Source: an optimization exercise on an open RTL-to-GDS flow (aim: small area). Production flows keep margins and buffers that such runs may drop.
Function was checked by simulation only, so behaviour that the tests miss may differ from the original.
No activity file was given, so power comes from the tool's default toggle rates.

==> flow/design.v <==
package mips_pkg;
  localparam int REG_W  = 5;
  localparam int DATA_W = 32;
  localparam int TY_W   = 4;
  localparam logic [TY_W-1:0] TY_NOP  = 4'd0;
  localparam logic [TY_W-1:0] TY_ADD  = 4'd1;
  localparam logic [TY_W-1:0] TY_SUB  = 4'd2;
  localparam logic [TY_W-1:0] TY_AND  = 4'd3;
  localparam logic [TY_W-1:0] TY_OR   = 4'd4;
  localparam logic [TY_W-1:0] TY_SLT  = 4'd5;
  localparam logic [TY_W-1:0] TY_ADDI = 4'd6;
  localparam logic [TY_W-1:0] TY_SW   = 4'd7;
  typedef struct packed {
    logic [DATA_W-1:0] a;
    logic [DATA_W-1:0] b;
    logic [REG_W-1:0]  src_a;
    logic [REG_W-1:0]  src_b;
    logic [REG_W-1:0]  wb_tgt;
    logic [TY_W-1:0]   itype;
    logic [15:0]       sw_off;
  } id_ex_t;
  function automatic logic is_rtype(input logic [TY_W-1:0] t);
    is_rtype = (t >= TY_ADD) && (t <= TY_SLT);
  endfunction
endpackage
module reg_file
(
  input  logic                        clk,
  input  logic                        rst_n,
  input  logic                        we,
  input  logic [mips_pkg::REG_W-1:0]  waddr,
  input  logic [mips_pkg::DATA_W-1:0] wdata,
  output logic [31:0]                 wsel,     
  output logic [31:0]                 vld,      
  output logic [31:0][mips_pkg::DATA_W-1:0] mem
);
  logic [31:0] vld_q;
  always_comb begin
    for (int i = 0; i < 32; i++)
      wsel[i] = we && (waddr == i[4:0]) && (i != 0);
  end
  assign vld = vld_q;
  always_ff @(posedge clk or negedge rst_n) begin
    if (!rst_n) vld_q <= '0;
    else        vld_q <= vld_q | wsel;
  end
  assign mem[0] = '0;
  for (genvar i = 1; i < 32; i++) begin : g_row
    rf_row u_row (
      .clk   (clk),
      .load  (wsel[i]),
      .hold  (!wsel[i]),
      .wdata (wdata),
      .q     (mem[i])
    );
  end
endmodule
module rf_row
(
  input  logic                        clk,
  input  logic                        load,
  input  logic                        hold,
  input  logic [mips_pkg::DATA_W-1:0] wdata,
  output logic [mips_pkg::DATA_W-1:0] q
);
  always_ff @(posedge clk) begin
    q <= ({mips_pkg::DATA_W{load}} & wdata) | ({mips_pkg::DATA_W{hold}} & q);
  end
endmodule
module rd_bit #(
  parameter int N = 32
) (
  input  logic [N-1:0] s,
  input  logic [N-1:0] d,
  output logic         y
);
  localparam int G = N / 3;
  localparam int R = N % 3;
  localparam int T = G + (R != 0);
  logic [T-1:0] g;
  for (genvar k = 0; k < G; k++) begin : g_aoi
    aoi222 u_aoi (
      .a0 (s[3*k]),   .b0 (d[3*k]),
      .a1 (s[3*k+1]), .b1 (d[3*k+1]),
      .a2 (s[3*k+2]), .b2 (d[3*k+2]),
      .y  (g[k])
    );
  end
  if (R == 2) begin : g_r2
    aoi22 u_aoi (
      .a0 (s[3*G]),   .b0 (d[3*G]),
      .a1 (s[3*G+1]), .b1 (d[3*G+1]),
      .y  (g[G])
    );
  end else if (R == 1) begin : g_r1
    assign g[G] = !(s[3*G] && d[3*G]);
  end
  assign y = !(&g);
endmodule
module aoi222
(
  input  logic a0, b0, a1, b1, a2, b2,
  output logic y
);
  assign y = !((a0 && b0) || (a1 && b1) || (a2 && b2));
endmodule
module aoi22
(
  input  logic a0, b0, a1, b1,
  output logic y
);
  assign y = !((a0 && b0) || (a1 && b1));
endmodule
module instruction_decode_stage
(
  input  logic              clk,
  input  logic              reset,
  input  logic              done_in_ID,
  input  logic              done_in_WB,
  input  logic              wb_en,
  input  logic [mips_pkg::REG_W-1:0]  wb_addr,
  input  logic [mips_pkg::DATA_W-1:0] wb_data,
  input  logic [mips_pkg::REG_W-1:0]  rs,
  input  logic [mips_pkg::REG_W-1:0]  rt,
  input  logic [mips_pkg::REG_W-1:0]  rd,
  input  logic [mips_pkg::DATA_W-1:0] imm,
  input  logic              has_rs,
  input  logic              has_rt,
  input  logic              has_rd,
  input  logic              has_imm,
  input  logic [mips_pkg::TY_W-1:0]   instr_type_IF,
  output logic [mips_pkg::DATA_W-1:0] A,
  output logic [mips_pkg::DATA_W-1:0] B,
  output logic [mips_pkg::REG_W-1:0]  sourceA,
  output logic [mips_pkg::REG_W-1:0]  sourceB,
  output logic [mips_pkg::REG_W-1:0]  wb_tgt_ID,
  output logic [mips_pkg::TY_W-1:0]   instr_type_ID,
  output logic [15:0]       sw_offset,
  output logic              done_ID,
  output logic              done_WB
);
  logic [mips_pkg::REG_W-1:0]  src_a;
  logic [31:0][mips_pkg::DATA_W-1:0] mem;
  logic [31:0]       wsel, vld;
  logic [31:0]       sel_a;           
  logic [32:0]       sel_b;           
  logic [mips_pkg::DATA_W-1:0][31:0] dat_a;
  logic [mips_pkg::DATA_W-1:0][32:0] dat_b;
  logic [mips_pkg::DATA_W-1:0] rdata_a;
  logic [mips_pkg::DATA_W-1:0] rdata_b;
  logic              is_r;
  logic              is_addi;
  logic              is_sw;
  logic              use_a, use_b;
  logic              byp_a, byp_b;
  mips_pkg::id_ex_t  ex_d;
  mips_pkg::id_ex_t  ex_q;
  logic              done_id_q;
  logic              done_wb_q;
  assign src_a = has_rs ? rs : '0;
  assign is_r    = !done_in_ID && mips_pkg::is_rtype(instr_type_IF);
  assign is_addi = !done_in_ID && (instr_type_IF == mips_pkg::TY_ADDI);
  assign is_sw   = !done_in_ID && (instr_type_IF == mips_pkg::TY_SW);
  assign use_a   = is_r || is_addi || is_sw;
  assign use_b   = is_r || is_sw;
  reg_file u_rf (
    .clk     (clk),
    .rst_n   (reset),
    .we      (wb_en),
    .waddr   (wb_addr),
    .wdata   (wb_data),
    .wsel    (wsel),
    .vld     (vld),
    .mem     (mem)
  );
  assign byp_a = wb_en && (wb_addr == src_a) && (src_a != '0);
  assign byp_b = wb_en && (wb_addr == rt) && (rt != '0);
  logic [3:0] hi_a, hi_b;
  logic [7:0] lo_a, lo_b;
  always_comb begin
    for (int j = 0; j < 4; j++) begin
      hi_a[j] = use_a && !byp_a && (src_a[4:3] == j[1:0]);
      hi_b[j] = use_b && !byp_b && (rt[4:3] == j[1:0]);
    end
    for (int k = 0; k < 8; k++) begin
      lo_a[k] = (src_a[2:0] == k[2:0]);
      lo_b[k] = (rt[2:0] == k[2:0]);
    end
    for (int i = 1; i < 32; i++) begin
      sel_a[i-1] = hi_a[i/8] && lo_a[i%8] && vld[i];
      sel_b[i-1] = hi_b[i/8] && lo_b[i%8] && vld[i];
    end
    sel_a[31] = use_a && byp_a;
    sel_b[31] = use_b && byp_b;
    sel_b[32] = is_addi;
  end
  for (genvar b = 0; b < mips_pkg::DATA_W; b++) begin : g_rd
    always_comb begin
      for (int i = 1; i < 32; i++) begin
        dat_a[b][i-1] = mem[i][b];
        dat_b[b][i-1] = mem[i][b];
      end
      dat_a[b][31] = wb_data[b];
      dat_b[b][31] = wb_data[b];
      dat_b[b][32] = imm[b];
    end
    rd_bit #(.N(32)) u_rd_a (.s(sel_a), .d(dat_a[b]), .y(rdata_a[b]));
    rd_bit #(.N(33)) u_rd_b (.s(sel_b), .d(dat_b[b]), .y(rdata_b[b]));
  end
  always_comb begin
    ex_d   = '0;
    ex_d.a = rdata_a;
    ex_d.b = rdata_b;
    if (use_a)   ex_d.src_a  = src_a;
    if (use_b)   ex_d.src_b  = rt;
    if (is_r)    ex_d.wb_tgt = has_rd ? rd : '0;
    if (is_addi) ex_d.wb_tgt = rt;
    if (use_a)   ex_d.itype  = instr_type_IF;
    if (is_sw)   ex_d.sw_off = imm[15:0];
  end
  always_ff @(posedge clk or negedge reset) begin
    if (!reset) begin
      ex_q      <= '0;
      done_id_q <= 1'b0;
      done_wb_q <= 1'b0;
    end else begin
      ex_q      <= ex_d;
      done_id_q <= done_id_q | done_in_ID;
      done_wb_q <= done_wb_q | done_in_WB;
    end
  end
  assign A             = ex_q.a;
  assign B             = ex_q.b;
  assign sourceA       = ex_q.src_a;
  assign sourceB       = ex_q.src_b;
  assign wb_tgt_ID     = ex_q.wb_tgt;
  assign instr_type_ID = ex_q.itype;
  assign sw_offset     = ex_q.sw_off;
  assign done_ID       = done_id_q;
  assign done_WB       = done_wb_q;
endmodule
==> flow/flow/run.sh <==
#!/bin/bash
# The standard layout (standard.sh: the standard flow's synthesis and ORFS flow,
# unchanged power grid and tap cells), with these changes:
#  - ports are buffered with sky130_fd_sc_hd__buf_1 instead of the
#    default delay buffer;
#  - clock tree synthesis uses clkbuf_4 clusters of up to 8 sinks and
#    inserts no dummy loads;
#  - after global routing, repair_timing -recover_power downsizes gates
#    off the critical paths (RECOVER_POWER=100), then repair_design fixes
#    any slew or capacitance violation that leaves (flow/grt_hook.tcl).
# The make output goes to flow_make.log; each ORFS step keeps its own log
# under orfs/logs/.
set -euo pipefail
here=$(pwd)
bash standard.sh \
  "BUFFER_PORTS_ARGS=-buffer_cell sky130_fd_sc_hd__buf_1" \
  "CTS_ARGS=-sink_clustering_enable -repair_clock_nets -buf_list sky130_fd_sc_hd__clkbuf_4 -sink_clustering_size 8 -sink_clustering_max_diameter 35 -dont_use_dummy_load" \
  RECOVER_POWER=100 \
  "PRE_GLOBAL_ROUTE_TCL=$here/flow/grt_hook.tcl" \
  finish > flow_make.log 2>&1
==> flow/flow/grt_hook.tcl <==
# Sourced by ORFS's global_route.tcl before global routing (PRE_GLOBAL_ROUTE_TCL).
# Replaces recover_power_helper: after repair_timing -recover_power has
# downsized gates off the critical paths, repair_design runs again so that
# no net is left with a max-slew or max-capacitance violation, and the
# cells are legalised again. The caller wraps this in an incremental
# global route.
proc recover_power_helper { } {
  if { $::env(RECOVER_POWER) == 0 } {
    return
  }
  puts "Percent of paths optimized $::env(RECOVER_POWER)"
  log_cmd repair_timing -verbose -recover_power $::env(RECOVER_POWER) \
    -setup_margin $::env(SETUP_SLACK_MARGIN)
  repair_design_helper
  log_cmd detailed_placement
  report_tns
  report_wns
}
==> flow/standard.sh <==
#!/bin/bash
# synth_recipe.tcl (not shown) runs the flow's synth.tcl, then flattens the netlist and writes it again
# the make line also repeats each setting of config.mk as NAME=value (left out here)
make -C /OpenROAD-flow-scripts/flow DESIGN_CONFIG=/design/flow/config.mk WORK_HOME=/design/flow/orfs CLKGATE_MAP_FILE= SYNTH_SCRIPT=/design/flow/synth_recipe.tcl "${@:-finish}"
==> flow/config.mk <==
export PLATFORM = sky130hd
export DESIGN_NAME = instruction_decode_stage
export DESIGN_NICKNAME = instruction_decode_stage
export VERILOG_FILES = /design/flow/design.v
export SDC_FILE = /design/flow/constraint.sdc
export NUM_CORES = 4
export LEC_CHECK = 0
export CAP_MARGIN = 10
export CORE_MARGIN = 2
export CORE_UTILIZATION = 60
export CTS_BUF_LIST = sky130_fd_sc_hd__clkbuf_4
export CTS_CLUSTER_DIAMETER = 35
export CTS_CLUSTER_SIZE = 8
export GPL_TIMING_DRIVEN = 0
export SETUP_SLACK_MARGIN = 0.15
export SLEW_MARGIN = 10
export SYNTH_HIERARCHICAL = 1
==> flow/constraint.sdc <==
create_clock -name core_clock -period 5.0 [get_ports {clk}]
set_input_delay 1.0000 -clock core_clock [delete_from_list [all_inputs] [get_ports {clk}]]
set_output_delay 1.0000 -clock core_clock [all_outputs]
set_load 0.01 [all_outputs]
==> flow_results.org, run 1 <==
** Status
- The flow ran to the end and the layout has no timing, DRC or antenna violations.

** Clocking
- Clock tree from TritonCTS :: built
- The cell sitting at the root of the clock tree is a clkbuf_4.
- Number of CTS-inserted buffers :: 177
- Cells resized by post-CTS repair :: 0
- Clock-pin transition on the worst setup and hold timing paths :: 0.09 ns
- At the later pin of the worst-skew pair, clock insertion delay measures 1.10 ns.
- Clock Path Buffers :: 3
- Clock sink total :: ~1100
- Count of buffers added by post-CTS timing repair for setup :: 0
- Maximum level of the CTS H-tree :: 4
- Number of buffers inserted by hold repair at cts :: 1

** Setup path
- The number of buffers and inverters on the critical path is 4.
- Critical path type :: input pin to flip-flop
- Data on the critical path is required at its endpoint by between 5 and 6 ns.
- For the worst flop-to-flop path, the logic depth is 6.
- The signal on the critical path passes through clkbuf_1, xor2_1, nor4_2, buf_2, a211oi_2, clkbuf_1, buf_8, a222oi_1, nand4_1, or3_1.
- Critical Path Most Common Cell :: clkbuf_1
- Kind of cell adding the most delay to the critical path :: simple AND/OR/NAND/NOR gates
- At the worst endpoint, the arrival time is approximately 5.7 ns.
- Kind of start point of the critical path :: input pin
- Maximum single-stage delay on the critical path :: about 0.86 ns
- Minimum setup slack among reg-to-reg paths :: about 1.8 ns
- Slowest cell on the critical path :: nor4_2
- The worst setup path is captured at a flip-flop.
- In this run the number of cells on the critical path is 10.
- CP Max Fanout :: 16

** Placement
- Routability-driven placement finished with a final weighted congestion of a little over 1.
- HPWL after DPL :: 136000 µm
- The count of buffers added on input and output ports is 192.
- OpenSTA, run right after detailed placement, puts the worst setup slack at -0.318 ns.

** Global routing
- The first global-routing pass estimated 282000 µm of wire.
- GR Overflow Total :: 0
- For this run, global-route usage on met2 was measured as 0.691.
- Global routing usage summed across all routing layers :: 0.483
- The number of antenna violations at the first check in global routing was 11.
- Global Route met3 Usage :: 0.160
- Gr busiest metal :: met2
- GR met1 Demand/Resource :: 0.603
- Pin count of the biggest net entering global routing :: 40
- The via count of the first global-routing pass came to 42600.

** Routing
- In the routed layout, each cell is associated on average with a via count of 8.61.
- Before antenna repair, the detailed router went through 14 iterations.
- 1st-iter DRT viols :: 11500
- For this block, the via count after detailed routing is roughly 44000.
- Detailed Route WL :: 195000 µm
- The count of nets left with antenna violations once routing finished came out at 0.
- Detailed-route DRC error count :: 0
- After detailed routing, the average wire length per cell comes to 37.9 µm.

** Logic synthesis
- After synthesis the cells add up to 45500 µm².
- Synthesis handed over a netlist of 3681 instances.
- Post-Synthesis Net Count :: between 3000 and 4000
- For this run, the number of Yosys warnings is 9.
- Synth Area per Inst :: roughly 12 µm²

** Timing
- Tcrit/Tclk final :: 0.963
- Pin slew with the least headroom to its limit :: 1.24 ns
- Final setup fails :: 0
- Unrepaired setup endpoints after global routing :: false
- Final period demand of the worst path :: slightly below 5 ns
- Based on the critical path, the design can be clocked at up to 208 MHz.
- In this run the tightest slew margin relative to its limit is 0.172.
- Slack of the critical path :: 0.185 ns
- The final hold violation count is 0.
- The number of max-slew violations in the final report was 0.
- The clock arrives with 0.0997 ns of skew.

** Layout
- Final layout net count :: between 4000 and 5000
- At the end of the flow the core is filled with cells to 0.676.
- Share of layout cells above drive strength 1 :: 0.145
- Area taken by flip-flops and latches :: ~23000 µm²
- Synth-to-layout area growth :: 11.1%
- Area of the multi-input gates :: 20600 µm²
- Fillers :: around 5700

** Die
- The die is 279 µm wide.
- For this configuration, the core starts out at a cell density of 0.609.
- Die area :: ~80000 µm²
- Measured along the y axis, the die boundary spans 279 µm.
- Pin placement for this block handled 198 I/O pins.
- The core region is 74700 µm².
- Row generation in the floorplan step produced 100 rows.

** Flow run
- MaxCap Viol Count :: 0

** Power and ir drop
- The analysis attributes to cell leakage a power of 20.3 nW.
- The worst-case IR drop observed on VDD is 0.000250 V.
- Power density normalized to cell area :: 375 nW/µm²

** Min path
- Min-Delay Path Class :: input pin to flip-flop
- The worst hold path passes through 2 cells.
[cell usage in the layout (no fill, tap or decap), types with 17 or more instances in the layout]
master     count
a21o_1        31
dfrtp_1      132
a222oi_1     672
and2_1        17
clkbuf_4     177
nor2_1        35
buf_1        155
dfxtp_1      992
a22o_2        62
buf_8         62
nand2_1       47
buf_6         95
buf_2         51
o2111ai_1     22
a22o_1       935
nand4_1      135
buf_12        20
clkbuf_1     147
nand3_1       73
a21oi_4       22
a211oi_4      29
a22oi_2       32
or3_1         65
[layout make-up]
cell class | count | share of cell area
antenna | 11 | 0.000545
timing repair buffer | 310 | 0.0522
buffer | 247 | 0.0309
inverter | 5 | 0.000372
multi-input combinational | 2305 | 0.407
sequential | 1124 | 0.459
clock buffer | 177 | 0.0263
tap | 969 | 0.0240
[worst paths after layout]
path / startpoint / endpoint
min in group asynchronous: reset / ex_q[79]
worst min-delay path: done_in_WB / done_wb_q
worst max-delay path: wb_addr[3] / ex_q[74]
max in group asynchronous: reset / ex_q[58]
worst max register to register: u_rf.vld_q[9] / ex_q[44]
worst min register to register: done_wb_q / done_wb_q
[metal layers]
layer | vias up | wire, µm | share of wire
li1 | 17400 | - | -
met1 | 21200 | 66100 | 0.34
met2 | 4658 | 79100 | 0.41
met3 | 1081 | 30700 | 0.16
met4 | 10 | 18900 | 0.097
met5 | - | 108 | 0.00055
[stage by stage]
| step | hold WS, ns | power (mW) | setup TNS [ns] | std cells | cell area, µm² |
|---|---|---|---|---|---|
| 5_1_grt | 0.113 | 19.5 | 0 | 5143 | 50500 |
| 3_3_place_gp | 0.452 | 13.9 | -615.22 | 4842 | 47400 |
| 6_report | 0.129 | 19.0 | 0 | 5148 | 50500 |
| 2_1_floorplan | 0.441 | 13.2 | 0 | 3681 | 45500 |
| 3_5_place_dp | 0.459 | 14.3 | -3.04 | 4956 | 50100 |
| 4_1_cts | 0.0932 | 18.8 | 0 | 5134 | 51400 |
[worst register-to-register path: cells and delay by family, from the launching register on]
| family | cells | cell delay, ns |
|---|---|---|
| simple gates | 3 | 0.66 |
| buf+inv | 1 | 0.81 |
| compound gates | 2 | 1.26 |
| flops | 1 | 0.43 |
[registers in the layout (all words and copies together) (netlist names)]
| register | count |
|---|---|
| ex_q | 99 |
| done_wb_q | 1 |
| u_rf.g_row.u_row.q | 992 |
| done_id_q | 1 |
| u_rf.vld_q | 31 |
[power by group]
part	internal (mW)	switching, mW
clock network	1.61	3.12
logic	1.20	0.971
registers	10.6	1.42
==> run 2: changes to the inputs <==
--- a/flow/config.mk
+++ b/flow/config.mk
@@ -13,5 +13,5 @@
 export CTS_CLUSTER_SIZE = 8
 export GPL_TIMING_DRIVEN = 0
-export SETUP_SLACK_MARGIN = 0.15
+export SETUP_SLACK_MARGIN = 0.1
 export SLEW_MARGIN = 10
 export SYNTH_HIERARCHICAL = 1
==> run 2 against run 1 <==
  * Final area stayed put
  * Wire length stayed put
  * Global-route usage stayed put
  * Synthesized cell count stayed put
  * Via count stayed put
==> flow_results.org, run 2 <==
** Status
- The flow ran to the end and the layout has no timing, DRC or antenna violations.

** Setup path
- On the worst path, the slowest cell contributes a delay of 0.86 ns.
- Critical Path Most Common Cell :: clkbuf_1
- For the worst setup path, the data arrival time is 5.74 ns.
- STA puts the critical path data required time at ~5.9 ns.
- Critical-path cell list :: clkbuf_1, xor2_1, nor4_2, buf_2, a211oi_2, clkbuf_1, buf_8, a222oi_1, nand4_1, or3_1
- Crit Reg-Reg Startpoint :: u_rf.vld_q[9]
- Tracing the worst setup path back leads to its startpoint at wb_addr[3].
- Of all nets on the critical path, the largest fanout is 16.
- STA classifies the critical path startpoint as an input pin.
- The setup path with the least slack is of type input pin to flip-flop.
- On the critical path, the stage with the largest delay is an instance of nor4_2.
- STA classifies the critical path endpoint as a flip-flop.

** Routing
- Across all layers, the routed design uses roughly 44000 vias.
- Routed len/inst :: 37.9 µm
- The detail route stage leaves a number of antenna-violating nets equal to 0.
- 1st-iter DRT viols :: 11500
- Detailed-route DRC error count :: 0
- DR pass1 iterations :: 14
- After detailed routing, the number of vias per cell comes to between 8 and 9.
- Detailed Route WL :: 195000 µm

** Global routing
- Antenna violations before repair :: 11
- Wire length of the first global-routing pass :: 282000 µm
- The via count of the first global-routing pass is 42600.
- GR Overflow Total :: 0
- Entering global routing, the biggest net connects 40 pins.
- In the global route stage, overall resource usage came out at 0.483.

** Placement
- In this run the tool buffered the top-level ports with 192 buffer cells.
- Detailed placement ended at an HPWL of 136000 µm.
- Number of instances in the placed design :: approximately 5000
- The congestion estimate from routability-driven global placement came to 1.03.

** Timing
- Final hold viol count :: 0
- Clock skew on the completed layout was measured at 0.0997 ns.
- Hold timing on the final database bottoms out at a slack of 0.129 ns.
- The number of max-slew violations in the final report is 0.
- Final period demand of the worst path :: about 4.8 ns
- Worst max-slew margin expressed relative to the limit :: 0.172
- Pin slew with the least headroom to its limit :: 1.24 ns
- Final setup fails :: 0
- Max Fclk :: between 200 and 250 MHz
- In the finished design, the share of the clock period the worst path needs comes to 0.963.
- Unrepaired setup endpoints after global routing :: false

** Min path
- The startpoint identified for the worst hold timing path is done_in_WB.
- In this run the worst hold path is classified as input pin to flip-flop.

** Power and ir drop
- Summed over all cells, the static leakage comes to approximately 20 nW.
- After layout, the design draws a total of 19.0 mW.
- The worst-case IR drop observed on VDD is 0.000250 V.
- Power spread over the standard cell area amounts to 375 nW/µm².

** Clocking
- Number of CTS-inserted buffers :: 177
- Maximum level of the CTS H-tree :: 4
- Worst-Skew Late Latency :: ~1.1 ns
- Count of buffers added by post-CTS timing repair for setup :: 0
- Number of buffers inserted by hold repair at cts :: 1
- Cells resized by post-CTS repair :: 0
- Clock sink total :: 1124
- The clock passes through at most 3 buffers.
- The cell sitting at the root of the clock tree is a clkbuf_4.
- Clock-pin transition on the worst setup and hold timing paths :: 0.09 ns
- TritonCTS built the clock tree.

** Layout
- After the flow finishes, the layout carries non-filler instances totaling 5148.
- Utilization of the core after routing :: 0.676
- The library cells used most frequently in the layout, excluding fill and tap cells, are dfxtp_1, a22o_1, a222oi_1.
- The final layout contains 4267 nets.
- The library cell used most frequently in the layout, excluding fill and tap cells, is dfxtp_1.
- The register with the most flip-flops in the layout has 992 of them.
- Of the cells placed in the final design, the portion with a size suffix greater than 1 is 0.145.
- Reg with most FFs :: u_rf.g_row.u_row.q
- Synth-to-layout area growth :: 11.1%
- In the final layout, the registers with the most flip-flops are u_rf.g_row.u_row.q (992), ex_q (99), u_rf.vld_q (31).

** Logic synthesis
- Averaged over all synthesized cells, the footprint is 12.3 µm².
- The synthesized netlist occupies a cell area of 45500 µm².
- Yosys printed 9 warnings.
- Instance count of the mapped netlist :: 3681
- Post-Synthesis Net Count :: 3778

** Die
- Number of placed I/O pins :: 198
- Core box area :: 74700 µm²
- The floorplan has 100 rows.
- Die area :: 78000 µm²
- In this run the vertical extent of the chip is 279 µm.
- Measured along the x axis, the die boundary spans 279 µm.
- Initial Utilization :: 0.609

** Flow run
- Max-cap violations in this run came to 0.
## run 2: cell counts in the layout (fill, tap and decap cells not counted)
No cell type changed its count.
## run 2: layout make-up
class                      instances  area, µm²
fill                            5664      24200
timing repair buffer             310       2640
sequential                      1124      23200
tap                              969       1210
antenna                           11       27.5
multi-input combinational       2305      20600
buffer                           247       1560
inverter                           5       18.8
clock buffer                     177       1330
## run 2: stage by stage
stage / area, µm² / setup WS [ns] / setup TNS (ns)
detailed placement: 50100 / -0.318 / -3.04
floorplan: 45500 / 0.858 / 0
global placement: 47400 / -3.29 / -615.22
finish: 50500 / 0.185 / 0
CTS: 51400 / 0.795 / 0
global route: 50500 / 0.315 / 0
## run 2: final timing paths
| kind | endpoint | slack (ns) | cells after the start |
|---|---|---|---|
| setup / recovery | ex_q[74] | 0.19 | 10 |
| hold / removal | done_wb_q | 0.13 | 2 |
| setup reg to reg | ex_q[44] | 1.80 | 6 |
| hold reg to reg | done_wb_q | 0.47 | 1 |
| max in group asynchronous | ex_q[58] | 2.70 | 6 |
| min in group asynchronous | ex_q[79] | 0.46 | 2 |
## run 2: worst max-delay path, delay by kind of cell
kind                   cells  cell delay (ns)
AO/OA/AOI/OAI              2             0.97
XOR/XNOR                   1             0.18
AND/OR/NAND/NOR            3             1.79
buffers and inverters      4             1.76
## run 2: power breakdown
group | total, mW | internal, mW | switching, mW
registers | 12.0 | 10.6 | 1.42
logic | 2.17 | 1.20 | 0.971
clock network | 4.74 | 1.61 | 3.12
total | 19.0 | 13.4 | 5.51
## run 2: metal layers
| layer | GRT usage | share of wire | wire, µm |
|---|---|---|---|
| met1 | 0.603 | 0.34 | 66100 |
| met2 | 0.691 | 0.41 | 79100 |
| met3 | 0.160 | 0.16 | 30700 |
| met4 | 0.364 | 0.097 | 18900 |
| met5 | 0.00625 | 0.00055 | 108 |
==> run 3: changes to the inputs <==
--- a/flow/config.mk
+++ b/flow/config.mk
@@ -8,10 +8,10 @@
 export CAP_MARGIN = 10
 export CORE_MARGIN = 2
-export CORE_UTILIZATION = 60
+export CORE_UTILIZATION = 68
 export CTS_BUF_LIST = sky130_fd_sc_hd__clkbuf_4
 export CTS_CLUSTER_DIAMETER = 35
 export CTS_CLUSTER_SIZE = 8
 export GPL_TIMING_DRIVEN = 0
-export SETUP_SLACK_MARGIN = 0.1
+export SETUP_SLACK_MARGIN = 0.15
 export SLEW_MARGIN = 10
 export SYNTH_HIERARCHICAL = 1
==> run 3 against run 2 <==
  * The layout now fails its checks (hold timing)
  * Sequential share of layout area rose by 0.10 points
  * First-iteration DRC count rose by 14%
  * Worst setup slack worse by 0.017 ns
  * Final area decreased by 0.22%
  * Synthesized cell count unchanged
  * Total power about the same
  * Flip-flop and latch count is the same
  * Critical endpoint is now ex_q[87]
==> flow_results.org, run 3 <==
** Status
- Result of the run :: complete, but fails checks
- The reasons given for failing layout checks are hold timing.

** Placement
- The HPWL after detailed placement is roughly 130000 µm.
- Port buffering added 192 buffers.
- Gp weighted congestion :: 1.02
- Placed inst area :: 50000 µm²

** Die
- The die covers 68900 µm².
- In this run the standard cell core region covers 66000 µm².
- Number of placed I/O pins :: 198
- The floorplan step set the die height to 263 µm.
- The floorplan step set the die width to 263 µm.
- The initialized floorplan defines 94 standard-cell rows.
- For this configuration, the core starts out at a cell density of 0.689.

** Layout
- Counting flops per register, the top entry is u_rf.g_row.u_row.q.
- The register with the most flip-flops in the layout has 992 of them.
- Final layout net count :: 4263
- Highest-count cells in the layout ignoring fill and taps :: dfxtp_1, a22o_1, a222oi_1
- Synth-to-layout area growth :: 10.9%
- Largest registers :: u_rf.g_row.u_row.q (992), ex_q (99), u_rf.vld_q (31)
- Share of layout cells above drive strength 1 :: 0.144
- Leaving out fill and tap cells, the most frequent cell in the layout is dfxtp_1.
- Once layout is done, the placed cells without fillers occupy 50400 µm².
- Utilization of the core after routing :: 0.764
- Area of the multi-input gates :: roughly 20000 µm²
- Fillers :: 4202
- Registers take ~23000 µm².

** Clocking
- After clock tree synthesis, the repair step resized 0 gates.
- Root Buffer :: clkbuf_4
- The number of setup buffers added after CTS is 0.
- In this run, post-CTS hold repair placed 0 buffers.
- After clock tree synthesis, the clock-pin slew on the worst setup and hold paths is approximately 0.09 ns.
- Clock Path Buffers :: 3
- The clock tree synthesis step divided the H-tree into 4 levels.
- Number of CTS-inserted buffers :: around 170
- Clock tree from TritonCTS :: built
- Clock sink total :: about 1100
- Clock latency on the worst-skew pair, taken at its later pin, is roughly 1.2 ns.

** Setup path
- Maximum single-stage delay on the critical path :: 0.90 ns
- Critical path capture point type :: flip-flop
- The slowest stage of the critical path belongs to the cell nand4_1.
- Of all nets on the critical path, the largest fanout is 19.
- The number of buffers and inverters on the critical path is 4.
- For the worst setup path, the data required time is 6.04 ns.
- Arrival time of data at the critical path endpoint :: 5.87 ns
- Critical-path cell list :: clkbuf_1, xor2_1, nor4_2, buf_2, a211oi_2, buf_6, buf_16, a222oi_1, nand4_1, or3_1
- Critical path type :: input pin to flip-flop
- Among cell families on the critical path, the largest total delay comes from simple AND/OR/NAND/NOR gates.
- STA classifies the critical path startpoint as an input pin.

** Routing
- Summing over every cut layer, the via total after detailed routing is 46000.
- After detailed routing, the number of remaining DRC violations is 0.
- DR pass1 iterations :: 15
- Routed Antenna Nets :: 0
- After detailed routing, the number of vias per cell comes to 9.12.
- Detailed Route WL :: 200000 µm
- 1st-iter DRT viols :: 13100
- Dividing the detail-routed wire length by the instance count gives 39.5 µm.

** Timing
- The clock period could shrink to 4.83 ns.
- Tcrit/Tclk final :: 0.966
- Final hold viol count :: 39
- The number of max-slew violations in the final report was 0.
- Pin slew with the least headroom to its limit :: 1.22 ns
- Worst max-slew margin expressed relative to the limit :: 0.186
- Setup repair after global routing left no endpoint under its margin.
- Across all hold checks on the routed design, the worst slack comes to -0.308 ns.
- Derived from the worst setup path, the maximum achievable clock frequency is between 200 and 250 MHz.
- Worst-case clock skew :: 0.137 ns
- Setup violations remaining at the end of the flow were counted as 0.

** Logic synthesis
- Ys Warns :: 9
- Post-Synthesis Net Count :: 3778
- Instance count of the mapped netlist :: roughly 3700
- The mapped netlist covers 45500 µm².
- In this run the mean area of a mapped cell was 12.3 µm².

** Global routing
- The number of antenna violations at the first check in global routing was 22.
- Wire length of the first global-routing pass :: between 200000 and 300000 µm
- Vias in the first global route :: 44200
- Entering global routing, the biggest net connects 41 pins.
- Global routing finished with a remaining overflow of 0.
- Across every metal layer, demand over resource in global routing totals 0.559.

** Power and ir drop
- Overall power consumption after layout is estimated at 19.0 mW.
- For this design the ratio of total power to cell area is between 300 and 400 nW/µm².
- Peak supply drop :: ~0.00032 V
- Leakage :: 20.3 nW

** Min path
- The min-delay analysis places its worst path in the category input pin to asynchronous set/reset pin.

** Flow run
- MaxCap Viol Count :: 0
[run 3: worst paths after layout]
path / startpoint / end / slack (ns) / cells past startpoint
setup reg to reg: u_rf.vld_q[3] / ex_q[55] / 1.82 / 7
hold / removal: reset / ex_q[19] / -0.31 / 1
max in group asynchronous: reset / ex_q[32] / 3.15 / 5
hold reg to reg: u_rf.vld_q[2] / u_rf.vld_q[2] / 0.48 / 1
setup / recovery: wb_addr[2] / ex_q[87] / 0.17 / 10
min in group core_clock: done_in_WB / done_wb_q / 0.04 / 2
[run 3: through the flow]
| stage | cells | hold WS, ns | TNS (ns) | worst slack (ns) |
|---|---|---|---|---|
| detailed placement | 4851 | 0.455 | -4.06 | -0.332 |
| floorplan | 3681 | 0.441 | 0 | 0.858 |
| CTS | 5025 | 0.00929 | 0 | 0.806 |
| global placement | 4737 | 0.447 | -635.67 | -3.42 |
| global route | 5034 | -0.296 | 0 | 0.255 |
| finish | 5045 | -0.308 | 0 | 0.168 |
[run 3: per-layer routing]
| metal | global-route usage | routed length, µm | vias to the layer above |
|---|---|---|---|
| met4 | 0.454 | 21900 | 16 |
| met3 | 0.262 | 36900 | 1507 |
| li1 | - | - | 17400 |
| met5 | 0.00762 | 220 | - |
| met1 | 0.677 | 63400 | 21600 |
| met2 | 0.753 | 77100 | 5485 |
[run 3: layout make-up]
| cell class | instances | share of cell area |
|---|---|---|
| Multi-Input combinational cell | 2305 | 0.408 |
| Antenna cell | 17 | 0.000844 |
| Clock buffer | 174 | 0.0259 |
| Tap cell | 864 | 0.0214 |
| Sequential cell | 1124 | 0.460 |
| Inverter | 5 | 0.000372 |
| Buffer | 247 | 0.0302 |
| Timing Repair Buffer | 309 | 0.0535 |
[run 3: power by group]
part | internal [mW] | switching [mW]
registers | 10.6 | 1.42
clock network | 1.59 | 3.11
logic | 1.20 | 1.02
total | 13.4 | 5.55

-- static timing again, ports no longer ideal --
The results above use ideal ports. As a check the final layouts listed here were re-extracted and re-timed, cells and wires unchanged. Step 1 (the two cells are an assumption about what drives the block):
set clk [get_ports {clk}]
set_driving_cell -lib_cell sky130_fd_sc_hd__clkbuf_16 $clk
set_driving_cell -lib_cell sky130_fd_sc_hd__buf_2 [delete_from_list [all_inputs] $clk]
Step 2 adds t to the input delays and takes it off the output delays; t is the mean of the earliest and latest rising clock arrival at the registers after step 1. Input paths then give back, and output paths get back, about the clock's delay inside the block. Three values: no drivers, after step 1, after step 2; two values: the first two.
run | t (ns) | slack for setup (ns) | hold slack, ns | worst setup path after step 2
run 1 | 1.116 | 0.185 / 0.228 / -0.889 | 0.129 / 0.082 / 0.471 | input to register
run 2 | 1.116 | 0.185 / 0.228 / -0.889 | 0.129 / 0.082 / 0.471 | input to register
run 3 | 1.196 | 0.168 / 0.206 / -0.990 | -0.308 / -0.356 / 0.477 | input to register
For run 3, which loses most, drivers alone change the setup slack by +0.038 ns; drivers and shift together by -1.158 ns.
